This design comes from an exercise in tuning for small area, a short achievable clock period and few clock cycles per item on the open sky130 flow, not from production work. Function was checked by simulation only, so behaviour that the tests miss may differ from the original. Power and IR drop assume default switching activity.

// neurona_mac
module neurona_mac #(
    parameter int Signo     = 1,
    parameter int Magnitud  = 7,
    parameter int Precision = 24,
    parameter int Width     = Signo + Magnitud + Precision,
    parameter int NEntradas = 4
) (
    input  logic             CLK,
    input  logic             RST,
    input  logic             Inicio,
    input  logic [Width-1:0] Sesgo,
    input  logic             EntradaValida,
    input  logic [Width-1:0] Entrada,
    input  logic [Width-1:0] Peso,
    output logic             Ocupado,
    output logic             Listo,
    output logic [Width-1:0] Salida,
    output logic             Error
);
    logic       ocupado_q, libre_q, listo_q;
    logic [2:0] cuenta_q;
    logic       v1_q, l1_q, v2_q, l2_q;
    logic       acepta, toma, fin;
    assign acepta = Inicio && libre_q;
    assign toma   = !libre_q && EntradaValida && !cuenta_q[2];
    assign fin    = v2_q && l2_q;
    always_ff @(posedge CLK or posedge RST) begin
        if (RST) libre_q <= 1'b1;
        else     libre_q <= !(acepta || (!libre_q && !fin));
    end
    always_ff @(posedge CLK or posedge RST) begin
        if (RST) begin
            ocupado_q <= 1'b0;
            listo_q   <= 1'b0;
            cuenta_q  <= 3'd0;
            v1_q      <= 1'b0;
            l1_q      <= 1'b0;
            v2_q      <= 1'b0;
            l2_q      <= 1'b0;
        end else begin
            ocupado_q <= acepta || (!libre_q && !fin);
            listo_q   <= fin;
            if (libre_q) cuenta_q <= 3'd0;
            else if (toma) cuenta_q <= cuenta_q + 3'd1;
            v1_q <= toma;
            l1_q <= toma && (cuenta_q == 3'(NEntradas - 1));
            v2_q <= v1_q;
  ...
export LEC_CHECK = 0
export CAP_MARGIN = 20
export CORE_MARGIN = 2
export CORE_UTILIZATION = 40
export SLEW_MARGIN = 20
export SYNTH_HIERARCHICAL = 1
export TNS_END_PERCENT = 0
create_clock -name core_clock -period 13.5 [get_ports {CLK}]
standard.sh (not shown) runs the stock make flow with config.mk's settings and CLKGATE_MAP_FILE= SYNTH_SCRIPT=/design/flow/synth_recipe.tcl, a recipe that flattens the netlist after the stock synthesis.
==> flow/flow/run.sh <==
#!/bin/bash
set -euo pipefail
MARGIN=$(cat flow/margin.txt)
bash standard.sh SETUP_SLACK_MARGIN=$MARGIN \
  "BUFFER_PORTS_ARGS=-buffer_cell sky130_fd_sc_hd__buf_1" \
  finish > orfs_make.log 2>&1
==> flow/flow/margin.txt <==
9.7
The starting point finished with timing, DRC and antenna clean.
Testbench counts at the start, summed over its fixed seeds: cycles 3,584, items 512.
Next try:
--- a/flow/design.v
+++ b/flow/design.v
@@ -42,40 +42,39 @@
             listo_q   <= fin;
             if (libre_q) cuenta_q <= 3'd0;
             else if (toma) cuenta_q <= cuenta_q + 3'd1;
             v1_q <= toma;
             l1_q <= toma && (cuenta_q == 3'(NEntradas - 1));
             v2_q <= v1_q;
             l2_q <= l1_q;
         end
     end
     localparam bit GATE = 1;
-    localparam bit GATE_NEG = 0;   
-    localparam bit GATE_DIG = 0;   
+    localparam bit GATE_NEG = 1;   
     logic [31:0] e1_q;
     logic        sg1_q;
     logic [15:0] one1_q, two1_q, neg1_q;
     logic [32:0] wx;
     logic [15:0] one_d, two_d;
     assign wx = {Peso, 1'b0};
     always_comb begin
         for (int i = 0; i < 16; i++) begin
             one_d[i] = wx[2*i+1] ^ wx[2*i];
             two_d[i] = (wx[2*i+2] & ~wx[2*i+1] & ~wx[2*i]) | (~wx[2*i+2] & wx[2*i+1] & wx[2*i]);
         end
     end
     always_ff @(posedge CLK) begin
         sg1_q  <= Entrada[31] ^ Peso[31];
         e1_q   <= toma ? Entrada : 32'd0;
-        one1_q <= one_d;
-        two1_q <= two_d;
-        for (int i = 0; i < 16; i++) neg1_q[i] <= Peso[2*i+1];
+        one1_q <= toma ? one_d : 16'd0;
+        two1_q <= toma ? two_d : 16'd0;
+        for (int i = 0; i < 16; i++) neg1_q[i] <= toma & Peso[2*i+1];
     end
     logic [33:0] ex;
     assign ex = {e1_q[31], e1_q, 1'b0};
     logic [32:0] pp [16];
     always_comb begin
         for (int i = 0; i < 16; i++)
             for (int j = 0; j < 33; j++)
                 pp[i][j] = ((one1_q[i] & ex[j+1]) | (two1_q[i] & ex[j])) ^ neg1_q[i];
     end
     wire pps0 = ~pp[0][32];
@@ -1687,41 +1686,82 @@
         wire [8:0] pt1 = pa[63:55] + pb[63:55] + 9'd1;
         wire       povf = ph_c31 ? !((&pt1) || !(|pt1)) : !((&pt0) || !(|pt0));
     wire [34:0] smax = acc_q + 35'h07FFFFFFF;
     wire [34:0] smin = acc_q + 35'h780000000;
     wire [34:0] ssat = sg2_q ? smin : smax;
     wire [34:0] acc_d = povf ? ssat : sraw;
     wire        osat = !((&ssat[34:31]) || !(|ssat[34:31]));
     wire [32:0] craw = oraw ? {1'b1, sraw_neg ? 32'h80000000 : 32'h7FFFFFFF} : {1'b0, sraw[31:0]};
     wire [32:0] csat = osat ? {1'b1, ssat[34] ? 32'h80000000 : 32'h7FFFFFFF} : {1'b0, ssat[31:0]};
     wire [32:0] cfin = povf ? csat : craw;
+    localparam bit SELMOD = 0;
+    localparam bit TAIL = 1;
+    wire [31:0] salida_d;
+    wire [31:0] satk0 = {st0[3], {31{~st0[3]}}};
+    wire [31:0] satk1 = {st1[3], {31{~st1[3]}}};
+    genvar gb;
+    generate
+        if (SELMOD) begin : g_selmod
+            for (gb = 0; gb < 32; gb++) begin : g_sel
+                neurona_mac_selb u_selb (.s(sraw[gb]), .c(c31), .o0(ovf0), .o1(ovf1), .k0(satk0[gb]),
+                                         .k1(satk1[gb]), .pv(povf), .cs(csat[gb]), .en(fin),
+                                         .q(salida_q[gb]), .y(salida_d[gb]));
+            end
+        end else if (TAIL) begin : g_tail
+            for (gb = 0; gb < 4; gb++) begin : g_sl
+                neurona_mac_sal8 u_sal8 (.s(sraw[8*gb+7:8*gb]), .cs(csat[8*gb+7:8*gb]),
+                                         .q(salida_q[8*gb+7:8*gb]), .k0(satk0[8*gb+7:8*gb]),
+                                         .k1(satk1[8*gb+7:8*gb]), .c(c31), .o0(ovf0), .o1(ovf1),
+                                         .pv(povf), .en(fin), .y(salida_d[8*gb+7:8*gb]));
+            end
+        end
+    endgenerate
     always_ff @(posedge CLK) begin
         if (libre_q) acc_q <= {{3{Sesgo[31]}}, Sesgo};
         else if (v2_q || GATE) acc_q <= acc_d;
     end
     always_ff @(posedge CLK or posedge RST) begin
         if (RST) begin
             err_q    <= 1'b0;
             salida_q <= 32'd0;
             error_q  <= 1'b0;
         end else begin
             if (libre_q) err_q <= 1'b0;
             else if (v2_q || GATE) err_q <= err_q | povf;
-            if (fin) salida_q <= cfin[31:0];
+            salida_q <= salida_d;
             if (fin) error_q <= err_q | povf | cfin[32];
         end
     end
     assign Ocupado = ocupado_q;
     assign Listo   = listo_q;
     assign Salida  = salida_q;
     assign Error   = error_q;
 endmodule
+module neurona_mac_sal8 (
+    input  logic [7:0] s,
+    input  logic [7:0] cs,
+    input  logic [7:0] q,
+    input  logic [7:0] k0,
+    input  logic [7:0] k1,
+    input  logic       c,
+    input  logic       o0,
+    input  logic       o1,
+    input  logic       pv,
+    input  logic       en,
+    output logic [7:0] y
+);
+    logic       sel;
+    logic [7:0] k;
+    assign sel = c ? o1 : o0;
+    assign k   = c ? k1 : k0;
+    assign y   = !en ? q : pv ? cs : sel ? k : s;
+endmodule
 module neurona_mac_fa (
     input  logic a,
     input  logic b,
     input  logic c,
     output logic s,
     output logic co
 );
     assign s  = a ^ b ^ c;
     assign co = (a & b) | (a & c) | (b & c);
 endmodule
After rerunning: Worst setup slack gains 0.14 ns. Wire length shrinks by 1.3%. Via count barely changes. Clock power shrinks by about 10%. Power shrinks by 55%. Critical path depth is unchanged. Count of clock-buffer cells in the layout grows by 6.
Testbench counts after the change, summed over its fixed seeds: cycles 3,584, items 512.

-- re-timing with driven ports --
In the flow no input, the clock included, has a driving cell. The finished layouts below were timed again as built, in two steps.
Step 1 assumes that a clkbuf_16 drives the clock port and a buf_2 every other input.
Step 2 adds t to the input delays and takes it off the output delays; t is the mean of the earliest and latest rising clock arrival at the registers after step 1. Input paths then give back, and output paths get back, about the clock's delay inside the block.
Slacks: ideal / step 1 / step 2; pairs: ideal / step 1.
run	t (ns)	setup slack, ns	worst data-port slew with drivers (ns)
the first run	0.639	9.223 / 9.223 / 9.223	0.06
the second run	0.635	9.363 / 9.363 / 9.001	0.11
After both steps every run listed still meets setup and hold. For the second run, which loses most, drivers alone change the setup slack by 0.000 ns; drivers and shift together by -0.362 ns.
